Background: an optimization exercise with open tools, aiming at small area, a short achievable clock period and few clock cycles. Do not read the settings as production practice. In this exercise RTL edits were held to simulation tests only and were not proved equivalent to the original. Power is estimated from default activity; no workload was simulated.

### flow/design.v
`default_nettype none
package ssp_pkg;
	localparam int DEF_MAX_NODES   = 32;
	localparam int DEF_MAX_EDGES   = 256;
	localparam int DEF_WEIGHT_BITS = 16;
	localparam int          DIST_W           = 24;
	localparam logic [23:0] DIST_MAX         = 24'hFFFFFF;
	localparam logic [5:0]  NODE_COUNT_RESET = 6'd32;
	localparam int          IDIST_W          = 21;
	localparam int          LANES            = 8;
	localparam logic [1:0] OP_LOAD  = 2'd0;
	localparam logic [1:0] OP_RUN   = 2'd1;
	localparam logic [1:0] OP_CLEAR = 2'd2;
	localparam int EDGE_W = 26;
endpackage
`default_nettype wire
`default_nettype none
import ssp_pkg::*;
module ssp_edge_store #(
	parameter int MAX_EDGES = ssp_pkg::DEF_MAX_EDGES,
	parameter int NLANES    = ssp_pkg::LANES,
	parameter int WORD_W    = ssp_pkg::EDGE_W
) (
	input  wire logic                          clk,
	input  wire logic                          arst_n,
	input  wire logic                          clear,
	input  wire logic                          ins,
	input  wire logic [WORD_W-1:0]             ins_word,
	output      logic                          slot_full,
	output      logic [NLANES-1:0][WORD_W-1:0] tap_word,
	output      logic [NLANES-1:0]             tap_valid,
	output      logic [NLANES-1:0][4:0]        pre_from,
	output      logic [NLANES-1:0]             pre_valid
);
	localparam int SPAN = MAX_EDGES / NLANES;
	logic [MAX_EDGES-1:0][WORD_W-1:0] word_q;
	logic [MAX_EDGES-1:0]             valid_q;
	always_ff @(posedge clk) begin
		word_q[0] <= ins ? ins_word : word_q[MAX_EDGES-1];
		for (int i = 1; i < MAX_EDGES; i++) begin
			word_q[i] <= word_q[i-1];
		end
	end
	always_ff @(posedge clk or negedge arst_n) begin
		if (!arst_n) begin
			valid_q <= '0;
		end else begin
			valid_q[0] <= ins || (valid_q[MAX_EDGES-1] && !clear);
			for (int i = 1; i < MAX_EDGES; i++) begin
				valid_q[i] <= valid_q[i-1] && !clear;
			end
		end
	end
	assign slot_full = valid_q[MAX_EDGES-1];
	for (genvar l = 0; l < NLANES; l++) begin : g_tap
		assign tap_word[l]  = word_q[l*SPAN + SPAN - 1];
		assign tap_valid[l] = valid_q[l*SPAN + SPAN - 1];
		assign pre_from[l]  = word_q[l*SPAN + SPAN - 2][WORD_W-1 -: 5];
		assign pre_valid[l] = valid_q[l*SPAN + SPAN - 2] && !clear;
	end
endmodule
`default_nettype wire
`default_nettype none
import ssp_pkg::*;
module single_source_shortest_path #(
	parameter int MAX_NODES   = ssp_pkg::DEF_MAX_NODES,
	parameter int MAX_EDGES   = ssp_pkg::DEF_MAX_EDGES,
	parameter int WEIGHT_BITS = ssp_pkg::DEF_WEIGHT_BITS
) (
	input  wire logic       clk,
	input  wire logic       arst_n,
	input  wire logic       start,
	output      logic       busy,
	input  wire logic [1:0]  cmd_operation,
	input  wire logic [4:0]  cmd_from_node,
	input  wire logic [4:0]  cmd_to_node,
	input  wire logic [15:0] cmd_edge_weight,
	output      logic [4:0]  result_node,
	output      logic [23:0] result_distance,
	output      logic [4:0]  result_predecessor,
	output      logic        result_reachable,
	output      logic        result_last,
	output      logic        result_strobe,
	input  wire logic       cfg_valid,
	output      logic       cfg_ready,
	input  wire logic [5:0] cfg_data
);
	localparam int NL     = ssp_pkg::LANES;
	localparam int SPAN   = MAX_EDGES / NL;
	localparam int DW     = ssp_pkg::IDIST_W;
	localparam int NODE_W = $clog2(MAX_NODES);
	localparam int CNT_W  = $clog2(MAX_NODES + 1);
	localparam int ECNT_W = $clog2(MAX_EDGES + 1);
	localparam int QCNT_W = $clog2(SPAN + 2);
	logic              accept;
	logic [1:0]        op_q;
	logic [NODE_W-1:0] from_q, to_q;
	logic [15:0]       w_q;
	logic              ld_q, clr_q, init_q;
	logic              rbusy_q;
	logic              ld_stall;
	logic              ins;
	logic              slot_full;
	logic [ECNT_W-1:0] ecnt_q;
	logic              efull;
	logic [5:0]        node_count_q;
	logic [CNT_W-1:0]  n_eff, n_q;
	assign efull    = ecnt_q[ECNT_W-1];
	assign ld_stall = ld_q && slot_full && !efull;
	assign busy     = rbusy_q || ld_stall;
	assign cfg_ready = !busy;
	assign accept   = start && !busy;
	assign ins      = ld_q && !slot_full && !efull;
	always_ff @(posedge clk) begin
		if (!busy) begin
			op_q   <= cmd_operation;
			from_q <= cmd_from_node;
			to_q   <= cmd_to_node;
			w_q    <= cmd_edge_weight;
		end
	end
	always_ff @(posedge clk or negedge arst_n) begin
		if (!arst_n) begin
			ld_q         <= 1'b0;
			clr_q        <= 1'b0;
			init_q       <= 1'b0;
			ecnt_q       <= '0;
			node_count_q <= NODE_COUNT_RESET;
		end else begin
			ld_q   <= accept ? (cmd_operation == OP_LOAD) : ld_stall;
			clr_q  <= accept && (cmd_operation == OP_CLEAR);
			init_q <= accept && (cmd_operation == OP_RUN);
			if (clr_q) begin
				ecnt_q <= '0;
			end else if (ins) begin
				ecnt_q <= ecnt_q + 1'b1;
			end
			if (cfg_valid && cfg_ready) begin
				node_count_q <= cfg_data;
			end
		end
	end
	always_comb begin
		if (node_count_q == '0) begin
			n_eff = CNT_W'(1);
		end else if (int'(node_count_q) > MAX_NODES) begin
			n_eff = CNT_W'(MAX_NODES);
		end else begin
			n_eff = CNT_W'(node_count_q);
		end
	end
	always_ff @(posedge clk) begin
		if (accept) begin
			n_q <= n_eff;
		end
	end
	logic [NL-1:0][EDGE_W-1:0] tap_word;
	logic [NL-1:0]             tap_valid;
	logic [NL-1:0][4:0]        pre_from;
	logic [NL-1:0]             pre_valid;
	ssp_edge_store #(
		.MAX_EDGES(MAX_EDGES),
		.NLANES   (NL),
		.WORD_W   (EDGE_W)
	) u_edges (
		.clk      (clk),
		.arst_n   (arst_n),
		.clear    (clr_q),
		.ins      (ins),
		.ins_word ({from_q, to_q, w_q}),
		.slot_full(slot_full),
		.tap_word (tap_word),
		.tap_valid(tap_valid),
		.pre_from (pre_from),
		.pre_valid(pre_valid)
	);
	logic [MAX_NODES-1:0][DW-1:0]     dist_q;
	logic [MAX_NODES-1:0][NODE_W-1:0] pred_q;
	logic [MAX_NODES-1:0]             reached_q;
	logic              run_q, emit_q;
	logic [QCNT_W-1:0] qcnt_q;
	logic              any_win;
	logic              done;
	logic [NODE_W-1:0] oidx_q;
	logic [MAX_NODES-1:0] ooh_q;
	logic [NL-1:0][MAX_NODES-1:0] foh_q, toh_q;
	logic [NL-1:0][DW-1:0]        cand_q, cand2_q;
	logic [NL-1:0][NODE_W-1:0]    lf_q, lt_q, lf2_q, lt2_q;
	logic [NL-1:0]                lok_q;
	logic [NL-1:0]                win, win_q;
	logic [MAX_NODES-1:0]         inuse;
	logic [MAX_NODES-1:0]         wrote_q;
	always_comb begin
		for (int j = 0; j < MAX_NODES; j++) begin
			inuse[j] = (CNT_W'(j) < n_q);
		end
	end
	for (genvar l = 0; l < NL; l++) begin : g_lane
		logic [NODE_W-1:0]    et;
		logic [15:0]          ew;
		logic [DW-1:0]        a, b;
		logic                 rf, rt, ok;
		logic [MAX_NODES-1:0] toh_d;
		assign et = tap_word[l][16 +: 5];
		assign ew = tap_word[l][15:0];
		always_comb begin
			a = '0;
			b = '0;
			for (int j = 0; j < MAX_NODES; j++) begin
				a = a | (dist_q[j] & {DW{foh_q[l][j]}});
				b = b | (dist_q[j] & {DW{toh_q[l][j]}});
			end
			rf = |(foh_q[l] & reached_q);
			rt = |(toh_q[l] & reached_q);
			ok = run_q && rf;
			toh_d = (MAX_NODES'(1) << et) & inuse & {MAX_NODES{ok}};
		end
		always_ff @(posedge clk) begin
			foh_q[l] <= pre_valid[l] ? (MAX_NODES'(1) << pre_from[l]) : '0;
		end
		always_ff @(posedge clk or negedge arst_n) begin
			if (!arst_n) begin
				lok_q[l] <= 1'b0;
			end else begin
				lok_q[l] <= ok && (CNT_W'(et) < n_q);
			end
		end
		always_ff @(posedge clk) begin
			cand_q[l] <= a + DW'(ew);
			lf_q[l]   <= tap_word[l][EDGE_W-1 -: 5];
			lt_q[l]   <= et;
			toh_q[l]  <= toh_d;
		end
		assign win[l] = lok_q[l] && (!rt || (cand_q[l] < b));
		always_ff @(posedge clk or negedge arst_n) begin
			if (!arst_n) begin
				win_q[l] <= 1'b0;
			end else if (l == 0 && init_q) begin
				win_q[l] <= (CNT_W'(from_q) < n_q);
			end else begin
				win_q[l] <= win[l];
			end
		end
		always_ff @(posedge clk) begin
			if (l == 0 && init_q) begin
				cand2_q[l] <= '0;
				lf2_q[l]   <= from_q;
				lt2_q[l]   <= from_q;
			end else begin
				cand2_q[l] <= cand_q[l];
				lf2_q[l]   <= lf_q[l];
				lt2_q[l]   <= lt_q[l];
			end
		end
	end
	assign any_win = |win_q;
	for (genvar j = 0; j < MAX_NODES; j++) begin : g_node
		logic [NL-1:0] hit, grant;
		logic [DW-1:0]     wd;
		logic [NODE_W-1:0] wp;
		always_comb begin
			for (int l = 0; l < NL; l++) begin
				hit[l] = win_q[l] && (int'(lt2_q[l]) == j) && !wrote_q[j];
			end
			grant = hit & ~(hit - 1'b1);
			wd = '0;
			wp = '0;
			for (int l = 0; l < NL; l++) begin
				wd = wd | (cand2_q[l] & {DW{grant[l]}});
				wp = wp | (lf2_q[l] & {NODE_W{grant[l]}});
			end
		end
		always_ff @(posedge clk) begin
			if (|hit) begin
				dist_q[j] <= wd;
				pred_q[j] <= wp;
			end
			if (init_q) begin
				reached_q[j] <= 1'b0;
				wrote_q[j]   <= 1'b0;
			end else begin
				if (|hit) begin
					reached_q[j] <= 1'b1;
				end
				wrote_q[j] <= |hit;
			end
		end
	end
	assign done = run_q && (qcnt_q == QCNT_W'(SPAN + 1)) && !any_win;
	always_ff @(posedge clk or negedge arst_n) begin
		if (!arst_n) begin
			rbusy_q <= 1'b0;
			run_q   <= 1'b0;
			emit_q  <= 1'b0;
		end else begin
			if (accept && cmd_operation == OP_RUN) begin
				rbusy_q <= 1'b1;
			end else if (result_strobe && result_last) begin
				rbusy_q <= 1'b0;
			end
			if (init_q) begin
				run_q <= 1'b1;
			end else if (done) begin
				run_q <= 1'b0;
			end
			if (done) begin
				emit_q <= (n_q != CNT_W'(1));
			end else if (emit_q && CNT_W'(oidx_q) == n_q - 1'b1) begin
				emit_q <= 1'b0;
			end
		end
	end
	always_ff @(posedge clk) begin
		if (init_q || any_win) begin
			qcnt_q <= '0;
		end else if (run_q) begin
			qcnt_q <= qcnt_q + 1'b1;
		end
		if (init_q) begin
			oidx_q <= '0;
			ooh_q  <= MAX_NODES'(1);
		end else if (done || emit_q) begin
			oidx_q <= oidx_q + 1'b1;
			ooh_q  <= ooh_q << 1;
		end
	end
	always_ff @(posedge clk or negedge arst_n) begin
		if (!arst_n) begin
			result_strobe <= 1'b0;
		end else begin
			result_strobe <= done || emit_q;
		end
	end
	logic [DW-1:0]     odist;
	logic [NODE_W-1:0] opred;
	logic              oreach;
	always_comb begin
		odist = '0;
		opred = '0;
		for (int j = 0; j < MAX_NODES; j++) begin
			odist = odist | (dist_q[j] & {DW{ooh_q[j]}});
			opred = opred | (pred_q[j] & {NODE_W{ooh_q[j]}});
		end
		oreach = |(ooh_q & reached_q);
	end
	always_ff @(posedge clk) begin
		result_node        <= oidx_q;
		result_last        <= (CNT_W'(oidx_q) == n_q - 1'b1);
		result_reachable   <= oreach;
		result_distance    <= oreach ? 24'(odist) : DIST_MAX;
		result_predecessor <= oreach ? opred : '0;
	end
endmodule
`default_nettype wire
### flow/run.sh
#!/bin/bash
# synth_recipe.tcl (not shown) runs the flow's synth.tcl, then flattens the netlist and writes it again
# the make line also repeats each setting of config.mk as NAME=value (left out here)
make -C /OpenROAD-flow-scripts/flow DESIGN_CONFIG=/design/flow/config.mk WORK_HOME=/design/flow/orfs CLKGATE_MAP_FILE= SYNTH_SCRIPT=/design/flow/synth_recipe.tcl finish
### flow/config.mk
export PLATFORM = sky130hd
export DESIGN_NAME = single_source_shortest_path
export DESIGN_NICKNAME = single_source_shortest_path
export VERILOG_FILES = /design/flow/design.v
export SDC_FILE = /design/flow/constraint.sdc
export NUM_CORES = 4
export LEC_CHECK = 0
export CAP_MARGIN = 20
export CORE_MARGIN = 2
export CORE_UTILIZATION = 35
export PLACE_DENSITY = 0.5
export SLEW_MARGIN = 20
export SYNTH_MEMORY_MAX_BITS = 16384
### flow/constraint.sdc
create_clock -name core_clock -period 10.0 [get_ports {clk}]
set_input_delay 2.0000 -clock core_clock [delete_from_list [all_inputs] [get_ports {clk}]]
set_output_delay 2.0000 -clock core_clock [all_outputs]
set_load 0.01 [all_outputs]
==> notes.md <==
## logic make-up after synthesis
logic type      count (synthesis)  share of synthesized area (%)
compound gates               9634                           24.0
flops                        8833                           59.0
simple gates                 6125                           10.2
buf+inv                      4166                           5.01
fa+ha+maj                     339                           1.36
xor+xnor                      152                          0.420
mux                            32                          0.113
## per-stage QoR
step	util, %	total power [mW]
floorplan	-	37.4
global placement	37.5	38.5
detailed placement	37.6	38.5
CTS	40.8	71.6
## worst max-delay path by stage
stage	slack [ps]	end	cells after the start
after global placement	3700	cand_q[144]	15
after floorplan	5560	busy	2
after detailed placement	3830	cand_q[144]	15
after CTS	3800	cand_q[144]	15
## Yosys cell counts (all sizes together) (299+ instances only)
master	count	area [um2]
a22o	1179	10300
a21oi	299	1500
nand2	1650	6190
a22oi	5025	37700
o21ai	477	2390
buf	558	2330
nor2	635	2390
a221oi	1540	13500
nand3	1083	5420
edfxtp	864	25900
clkbuf	3397	12800
nor3	586	3130
dfxtp	7675	154000
nor2b	368	2300
ha	331	4140
nand4	1108	6930
a222oi	504	5040
## power by group through the flow
stage	clock network (mW)	registers [mW]	logic (mW)
after floorplan	0	36.8	0.534
after global placement	0	36.9	1.57
after detailed placement	0	36.9	1.56
after CTS	33.9	36.1	1.56
## per-layer routing
layer	GRT overflow	GRT usage, %
met1	0	73.3
met2	2	76.9
met3	1	63.1
met4	7	62.9
met5	1	51.6
==> metrics.yaml <==
num_rows: 349
synth_edf_count: 864
grt_first_pass_wirelength_mm: 4130
yosysWarnings: 2
die_h_um: 956
clock_sinks: 8833
post_cts_resize_count: 0
tool.error: "[ERROR GRT-0116] Global routing finished with congestion. Check the congestion regions in the DRC Viewer."
synthArstFlopShare_pct: 3.33
root_buffer: "clkbuf_16"
postCtsHoldBufs: 0
dp_hpwl_mm: 2030
synthFlopType: "dfxtp_1"
preCtsSetupSlack_ps: 3830
grt_max_degree: 165
ys_seq_area_share_pct: 59.0
cts_setup_buffers: 0
syn_avg_cell_area_um2: 10.8
syn-num-nets: 29700
dp_cells: 39700
ios: 77
netlist_area_mm2: 0.317
placedInstanceArea_mm2: 0.340
grt_pass1_vias: 328000
syn-instance-count: 29300
overflow: 11
die_x_um: 956
cts_inserted_buffers: 862
clock_path_buffers: 5
grt_use_total_pct: 70.1
gp_congestion: 1.36
outcome: "did not finish"
port_buffers: 76
failed_stage: "global routing (5_1_grt)"
ys_ff_latch: 8833
start_util_pct: 35.1
cts_max_level: 6
ys_types: 85
Testbench counts, summed over its fixed seeds: cycles 17,372.
